Context: an optimization exercise on an open-source flow, tuned for small area. The choices shown serve that exercise and are no tape-out recipe.
The RTL was checked by simulation tests, not by an equivalence proof against the original design.

==> flow/design.v <==
`timescale 1ns / 1ps
package gcsd_pkg;
  localparam int DISPLAY_COLUMNS = 13;
  localparam int CHAR_DEPTH      = 2 * DISPLAY_COLUMNS;
  localparam int CFG_INDEX_W     = 1;
  localparam int CFG_DATA_W      = 48;
endpackage
`timescale 1ns / 1ps
module gcsd_ram (
  input  logic       clk,
  input  logic [6:0] ins,     
  input  logic [7:0] wdata,
  output logic [7:0] head     
);
  logic [7:0] slot [26];
  always_ff @(posedge clk) begin
    for (int i = 0; i < 26; i++) begin
      if (i % 4 == 0 && ins[i / 4]) begin
        slot[i] <= wdata;
      end else begin
        slot[i] <= slot[(i + 1) % 26];
      end
    end
  end
  assign head = slot[0];
endmodule
`timescale 1ns / 1ps
module gcsd_frame (
  input  logic       clk,
  input  logic       rst,
  input  logic       byte_en,
  input  logic [7:0] rx_byte,
  output logic       tgt_a_we,
  output logic       tgt_b_we,
  output logic       char_we,
  output logic [7:0] operand_hi
);
  logic [1:0] frame_pos;
  logic [1:0] pos_eff;
  logic [1:0] cmd_cls;       
  logic       apply;
  assign pos_eff = (rx_byte == 8'hFF) ? 2'd0 : frame_pos;
  assign apply   = byte_en && (pos_eff == 2'd3);
  always_ff @(posedge clk) begin
    if (rst) begin
      frame_pos <= 2'd0;
    end else if (byte_en) begin
      frame_pos <= pos_eff + 2'd1;
    end
  end
  always_ff @(posedge clk) begin
    if (byte_en && pos_eff == 2'd1) begin
      cmd_cls <= (rx_byte[7:2] == 6'd0) ? rx_byte[1:0] : 2'd0;
    end
    if (byte_en && pos_eff[1]) begin
      operand_hi <= rx_byte;
    end
  end
  assign tgt_a_we = apply && (cmd_cls == 2'd1);
  assign tgt_b_we = apply && (cmd_cls == 2'd2);
  assign char_we  = apply && (cmd_cls == 2'd3) && (operand_hi < 8'd26);
endmodule
`timescale 1ns / 1ps
module gcsd_stepper (
  input  logic        clk,
  input  logic        rst,
  input  logic        cfg_wen,
  input  logic        cfg_index,
  input  logic [47:0] cfg_data,
  input  logic        tgt_a_we,
  input  logic        tgt_b_we,
  input  logic [15:0] tgt_word,
  input  logic        tick,
  output logic [7:0]  drive
);
  logic [47:0] table_a, table_b;
  logic        loaded_a, loaded_b;
  logic        x_is_b;              
  logic [15:0] position_x, position_y;
  logic [15:0] target_x, target_y;
  logic [2:0]  phase_x, phase_y;
  logic [2:0]  phase_x_next, phase_y_next, phase_a_next, phase_b_next;
  logic        up_x, dn_x, up_y, dn_y;
  logic        inc_x, dec_x, inc_y, dec_y;    
  logic        we_x, we_y;
  function automatic logic [2:0] phase_step(input logic [2:0] ph, input logic up,
                                            input logic dn);
    logic [1:0] m3;
    m3 = ph[2:1];
    if (up)      m3 = (m3 == 2'd2) ? 2'd0 : m3 + 2'd1;
    else if (dn) m3 = (m3 == 2'd0) ? 2'd2 : m3 - 2'd1;
    phase_step = {m3, ph[0] ^ (up | dn)};
  endfunction
  function automatic logic [1:0] compare(input logic [15:0] p, input logic [15:0] t);
    logic [15:0] lt, gt;
    for (int i = 0; i < 16; i++) begin
      lt[i] = !p[i] && t[i];
      gt[i] = p[i] && !t[i];
    end
    for (int w = 1; w < 16; w = w * 2) begin
      for (int i = 0; i < 16; i = i + 2 * w) begin
        lt[i] = lt[i + w] || (!gt[i + w] && lt[i]);
        gt[i] = gt[i + w] || (!lt[i + w] && gt[i]);
      end
    end
    compare = {lt[0], gt[0]};
  endfunction
  function automatic logic [15:0] step(input logic [15:0] p, input logic up, input logic dn);
    logic c;
    c = up | dn;
    for (int i = 0; i < 16; i++) begin
      step[i] = p[i] ^ c;
      c = c & (p[i] ^ dn);
    end
  endfunction
  assign {up_x, dn_x} = compare(position_x, target_x);
  assign {up_y, dn_y} = compare(position_y, target_y);
  assign phase_x_next = phase_step(phase_x, up_x, dn_x);
  assign phase_y_next = phase_step(phase_y, up_y, dn_y);
  assign phase_a_next = x_is_b ? phase_y_next : phase_x_next;
  assign phase_b_next = x_is_b ? phase_x_next : phase_y_next;
  logic [5:0] sel_a, sel_b;
  always_comb begin
    for (int k = 0; k < 6; k++) begin
      sel_a[k] = loaded_a && (phase_a_next == {2'(k % 3), 1'(k % 2)});
      sel_b[k] = loaded_b && (phase_b_next == {2'(k % 3), 1'(k % 2)});
    end
    drive = 8'h00;
    for (int k = 0; k < 6; k++) begin
      drive = drive | ({8{sel_a[k]}} & table_a[8*k +: 8]) | ({8{sel_b[k]}} & table_b[8*k +: 8]);
    end
  end
  always_ff @(posedge clk) begin
    if (cfg_wen && !cfg_index) table_a <= cfg_data;
    if (cfg_wen &&  cfg_index) table_b <= cfg_data;
  end
  assign we_x = x_is_b ? tgt_b_we : tgt_a_we;
  assign we_y = x_is_b ? tgt_a_we : tgt_b_we;
  always_ff @(posedge clk) begin
    if (rst) begin
      loaded_a   <= 1'b0;
      loaded_b   <= 1'b0;
      x_is_b     <= 1'b0;
      position_x <= '0;
      position_y <= '0;
      target_x   <= '0;
      target_y   <= '0;
      phase_x    <= '0;
      phase_y    <= '0;
      inc_x      <= 1'b0;
      dec_x      <= 1'b0;
      inc_y      <= 1'b0;
      dec_y      <= 1'b0;
    end else begin
      if (cfg_wen && !cfg_index) loaded_a <= 1'b1;
      if (cfg_wen &&  cfg_index) loaded_b <= 1'b1;
      x_is_b     <= !x_is_b;
      position_x <= position_y;
      position_y <= step(position_x, inc_x, dec_x);
      target_x   <= we_y ? tgt_word : target_y;
      target_y   <= we_x ? tgt_word : target_x;
      if (tick) begin
        phase_x <= phase_y_next;
        phase_y <= phase_x_next;
        inc_x   <= up_y;
        dec_x   <= dn_y;
        inc_y   <= up_x;
        dec_y   <= dn_x;
      end else begin
        phase_x <= phase_y;
        phase_y <= phase_x;
        inc_x   <= inc_y;
        dec_x   <= dec_y;
        inc_y   <= 1'b0;
        dec_y   <= 1'b0;
      end
    end
  end
endmodule
`timescale 1ns / 1ps
module gcsd_display (
  input  logic       clk,
  input  logic       rst,
  input  logic       char_we,     
  input  logic [4:0] char_addr,
  input  logic [7:0] char_data,
  input  logic [7:0] held_data,   
  input  logic       poll,        
  output logic       at_col0,     
  output logic       row,         
  output logic       busy,        
  output logic       rd_done,     
  output logic [7:0] rd_data
);
  logic [4:0] rot;         
  logic [4:0] entry;       
  logic       clearing;    
  logic [1:0] wwait;       
  logic [2:0] wslot;       
  logic [5:0] diff;
  logic [4:0] slot_idx;    
  logic [6:0] ins;
  logic [7:0] wdata;
  logic       now;
  assign diff     = {1'b0, char_addr} - {1'b0, rot} - 6'd1;
  assign slot_idx = diff[5] ? diff[4:0] + 5'd26 : diff[4:0];
  assign now      = char_we && (slot_idx[1:0] == 2'd0);
  always_comb begin
    for (int k = 0; k < 7; k++) begin
      ins[k] = rst || clearing ||
               (now && slot_idx[4:2] == 3'(k)) ||
               (wwait == 2'd1 && wslot == 3'(k));
    end
  end
  assign wdata = (rst || clearing) ? 8'h00 : (char_we ? char_data : held_data);
  gcsd_ram u_ring (
    .clk   (clk),
    .ins   (ins),
    .wdata (wdata),
    .head  (rd_data)
  );
  assign row     = entry[0];    
  assign rd_done = busy && (rot == entry) && (wwait == 2'd0);
  always_ff @(posedge clk) begin
    if (char_we) wslot <= slot_idx[4:2];
  end
  always_ff @(posedge clk) begin
    if (rst) begin
      rot      <= '0;
      entry    <= '0;
      at_col0  <= 1'b1;
      busy     <= 1'b0;
      clearing <= 1'b1;
      wwait    <= '0;
    end else begin
      rot <= (rot == 5'd25) ? 5'd0 : rot + 5'd1;
      if (rot == 5'd2) clearing <= 1'b0;
      if (char_we)              wwait <= slot_idx[1:0];
      else if (wwait != 2'd0)   wwait <= wwait - 2'd1;
      if (poll) begin
        if (at_col0) at_col0 <= 1'b0;
        else         busy    <= 1'b1;
      end
      if (rd_done) begin
        busy    <= 1'b0;
        entry   <= (entry == 5'd25) ? 5'd0 : entry + 5'd1;
        at_col0 <= (entry == 5'd12) || (entry == 5'd25);
      end
    end
  end
endmodule
`timescale 1ns / 1ps
module gauge_command_stepper_display (
  input  logic                             clk,
  input  logic                             rst,
  input  logic                             in_valid,
  output logic                             in_ready,
  input  logic [1:0]                       in_func,
  input  logic [7:0]                       in_rx_byte,
  output logic                             out_valid,
  input  logic                             out_ready,
  output logic                             out_kind,
  output logic [7:0]                       out_value,
  output logic                             out_lcd_is_data,
  input  logic                             cfg_wen,
  input  logic [gcsd_pkg::CFG_INDEX_W-1:0] cfg_index,
  input  logic [gcsd_pkg::CFG_DATA_W-1:0]  cfg_data
);
  logic       in_acc, byte_en, tick, poll;
  logic       tgt_a_we, tgt_b_we, char_we;
  logic [7:0] operand_hi;
  logic [7:0] drive;
  logic       at_col0, row, busy, rd_done;
  logic [7:0] rd_data;
  logic       o_valid;
  logic       o_kind;
  logic       o_is_data;
  logic [7:0] o_value;
  logic       tick_wait;    
  assign in_ready = !o_valid && !busy && !tick_wait;
  assign in_acc   = in_valid && in_ready;
  assign byte_en  = in_acc && (in_func == 2'd0);
  assign tick     = in_acc && (in_func == 2'd1);
  assign poll     = in_acc && (in_func == 2'd2);
  gcsd_frame u_frame (
    .clk        (clk),
    .rst        (rst),
    .byte_en    (byte_en),
    .rx_byte    (in_rx_byte),
    .tgt_a_we   (tgt_a_we),
    .tgt_b_we   (tgt_b_we),
    .char_we    (char_we),
    .operand_hi (operand_hi)
  );
  gcsd_stepper u_stepper (
    .clk       (clk),
    .rst       (rst),
    .cfg_wen   (cfg_wen),
    .cfg_index (cfg_index),
    .cfg_data  (cfg_data),
    .tgt_a_we  (tgt_a_we),
    .tgt_b_we  (tgt_b_we),
    .tgt_word  ({operand_hi, in_rx_byte}),
    .tick      (tick),
    .drive     (drive)
  );
  gcsd_display u_display (
    .clk       (clk),
    .rst       (rst),
    .char_we   (char_we),
    .char_addr (operand_hi[4:0]),
    .char_data (in_rx_byte),
    .held_data (operand_hi),
    .poll      (poll),
    .at_col0   (at_col0),
    .row       (row),
    .busy      (busy),
    .rd_done   (rd_done),
    .rd_data   (rd_data)
  );
  always_ff @(posedge clk) begin
    if (rst) begin
      o_valid   <= 1'b0;
      tick_wait <= 1'b0;
    end else begin
      tick_wait <= tick;
      if (tick_wait || (poll && at_col0) || rd_done) begin
        o_valid <= 1'b1;
      end else if (out_ready) begin
        o_valid <= 1'b0;
      end
    end
  end
  always_ff @(posedge clk) begin
    if (tick || poll) begin
      o_kind    <= poll;
      o_is_data <= poll && !at_col0;
    end
    if (tick) begin
      o_value <= drive;
    end else if (poll && at_col0) begin
      o_value <= {1'b1, row, 6'd0};
    end else if (rd_done) begin
      o_value <= rd_data;
    end
  end
  assign out_valid       = o_valid;
  assign out_kind        = o_kind;
  assign out_value       = o_value;
  assign out_lcd_is_data = o_is_data;
endmodule
export LEC_CHECK = 0
export CAP_MARGIN = 20
export CORE_MARGIN = 2
export CORE_UTILIZATION = 40
export CTS_BUF_LIST = sky130_fd_sc_hd__clkbuf_8
export CTS_CLUSTER_DIAMETER = 60
export CTS_CLUSTER_SIZE = 16
export SLEW_MARGIN = 20
create_clock -name core_clock -period 5.0 [get_ports {clk}]
standard.sh (not shown) runs the stock make flow with config.mk's settings and CLKGATE_MAP_FILE= SYNTH_SCRIPT=/design/flow/synth_recipe.tcl, a recipe that flattens the netlist after the stock synthesis.
==> flow/flow/run.sh <==
#!/bin/bash
# The standard layout with these changes:
#  - synthesis maps the logic with an area-oriented ABC script (flow/abc_area.script)
#    in place of ORFS's speed script, and leaves adders to ABC as plain logic
#    (ADDER_MAP_FILE empty); everything else in synthesis is unchanged;
#  - the port buffers are made from the smallest buffer cell.
# Each step's full output goes to its own log here: synth.log, layout.log.
set -euo pipefail
here=$PWD
rm -rf scripts_area
cp -r "$FLOW_HOME/scripts" scripts_area
cp flow/abc_area.script scripts_area/abc_speed.script
bash standard.sh "SCRIPTS_DIR=$here/scripts_area" "ADDER_MAP_FILE=" synth > synth.log 2>&1
bash standard.sh "BUFFER_PORTS_ARGS=-buffer_cell sky130_fd_sc_hd__buf_1" finish > layout.log 2>&1
==> flow/flow/abc_area.script <==
strash
balance; rewrite; refactor; balance; rewrite; rewrite -z; balance; refactor -z; rewrite -z; balance
dch -f
amap
topo
dnsize -c
==> next run, changes <==
--- a/flow/design.v
+++ b/flow/design.v
@@ -83,6 +83,8 @@
   logic        up_x, dn_x, up_y, dn_y;
   logic        inc_x, dec_x, inc_y, dec_y;    
   logic        we_x, we_y;
+  logic        load_x, load_y;
+  logic [15:0] tgt_word_r;
   function automatic logic [2:0] phase_step(input logic [2:0] ph, input logic up,
                                             input logic dn);
     logic [1:0] m3;
@@ -136,6 +138,13 @@
   end
   assign we_x = x_is_b ? tgt_b_we : tgt_a_we;
   assign we_y = x_is_b ? tgt_a_we : tgt_b_we;
+  assign tgt_word_r = rst ? 16'd0 : tgt_word;
+  assign load_x     = we_y || rst;
+  assign load_y     = we_x || rst;
+  always_ff @(posedge clk) begin
+    target_x <= load_x ? tgt_word_r : target_y;
+    target_y <= load_y ? tgt_word_r : target_x;
+  end
   always_ff @(posedge clk) begin
     if (rst) begin
       loaded_a   <= 1'b0;
@@ -143,8 +152,6 @@
       x_is_b     <= 1'b0;
       position_x <= '0;
       position_y <= '0;
-      target_x   <= '0;
-      target_y   <= '0;
       phase_x    <= '0;
       phase_y    <= '0;
       inc_x      <= 1'b0;
@@ -157,8 +164,6 @@
       x_is_b     <= !x_is_b;
       position_x <= position_y;
       position_y <= step(position_x, inc_x, dec_x);
-      target_x   <= we_y ? tgt_word : target_y;
-      target_y   <= we_x ? tgt_word : target_x;
       if (tick) begin
         phase_x <= phase_y_next;
         phase_y <= phase_x_next;
Sequential share of layout area went up by 0.31 points.
Non-clock buffer count went up by 1.
Worst setup slack gets worse by 0.11 ns.
Routed wire length went down slightly.
Clock skew went down by 0.0069 ns.

-- re-timing with driven ports --
Ports are ideal in the flow. The routed layouts listed here were re-timed in OpenROAD. Step 1, drivers: a clkbuf_16 drives clk and a buf_2 each remaining input, both assumed. Step 2, shift: input delay + t, output delay - t, t = (earliest + latest rising clock arrival at the registers) / 2. This alone moves slack from input paths to output paths. Three values: no drivers, after step 1, after step 2; two values: the first two.
run | shift t [ns] | setup WS [ns] | latest minus earliest clock arrival (ns) | slew at the worst register clock pin (ns) | pins driven straight from the clock port
the first run | 0.593 | 0.788 / 0.788 / 0.788 | 0.041 / 0.041 | 0.11 / 0.11 | 1
the second run | 0.601 | 0.675 / 0.675 / 0.675 | 0.029 / 0.029 | 0.10 / 0.10 | 1
After both steps setup and hold are still met in every run listed.
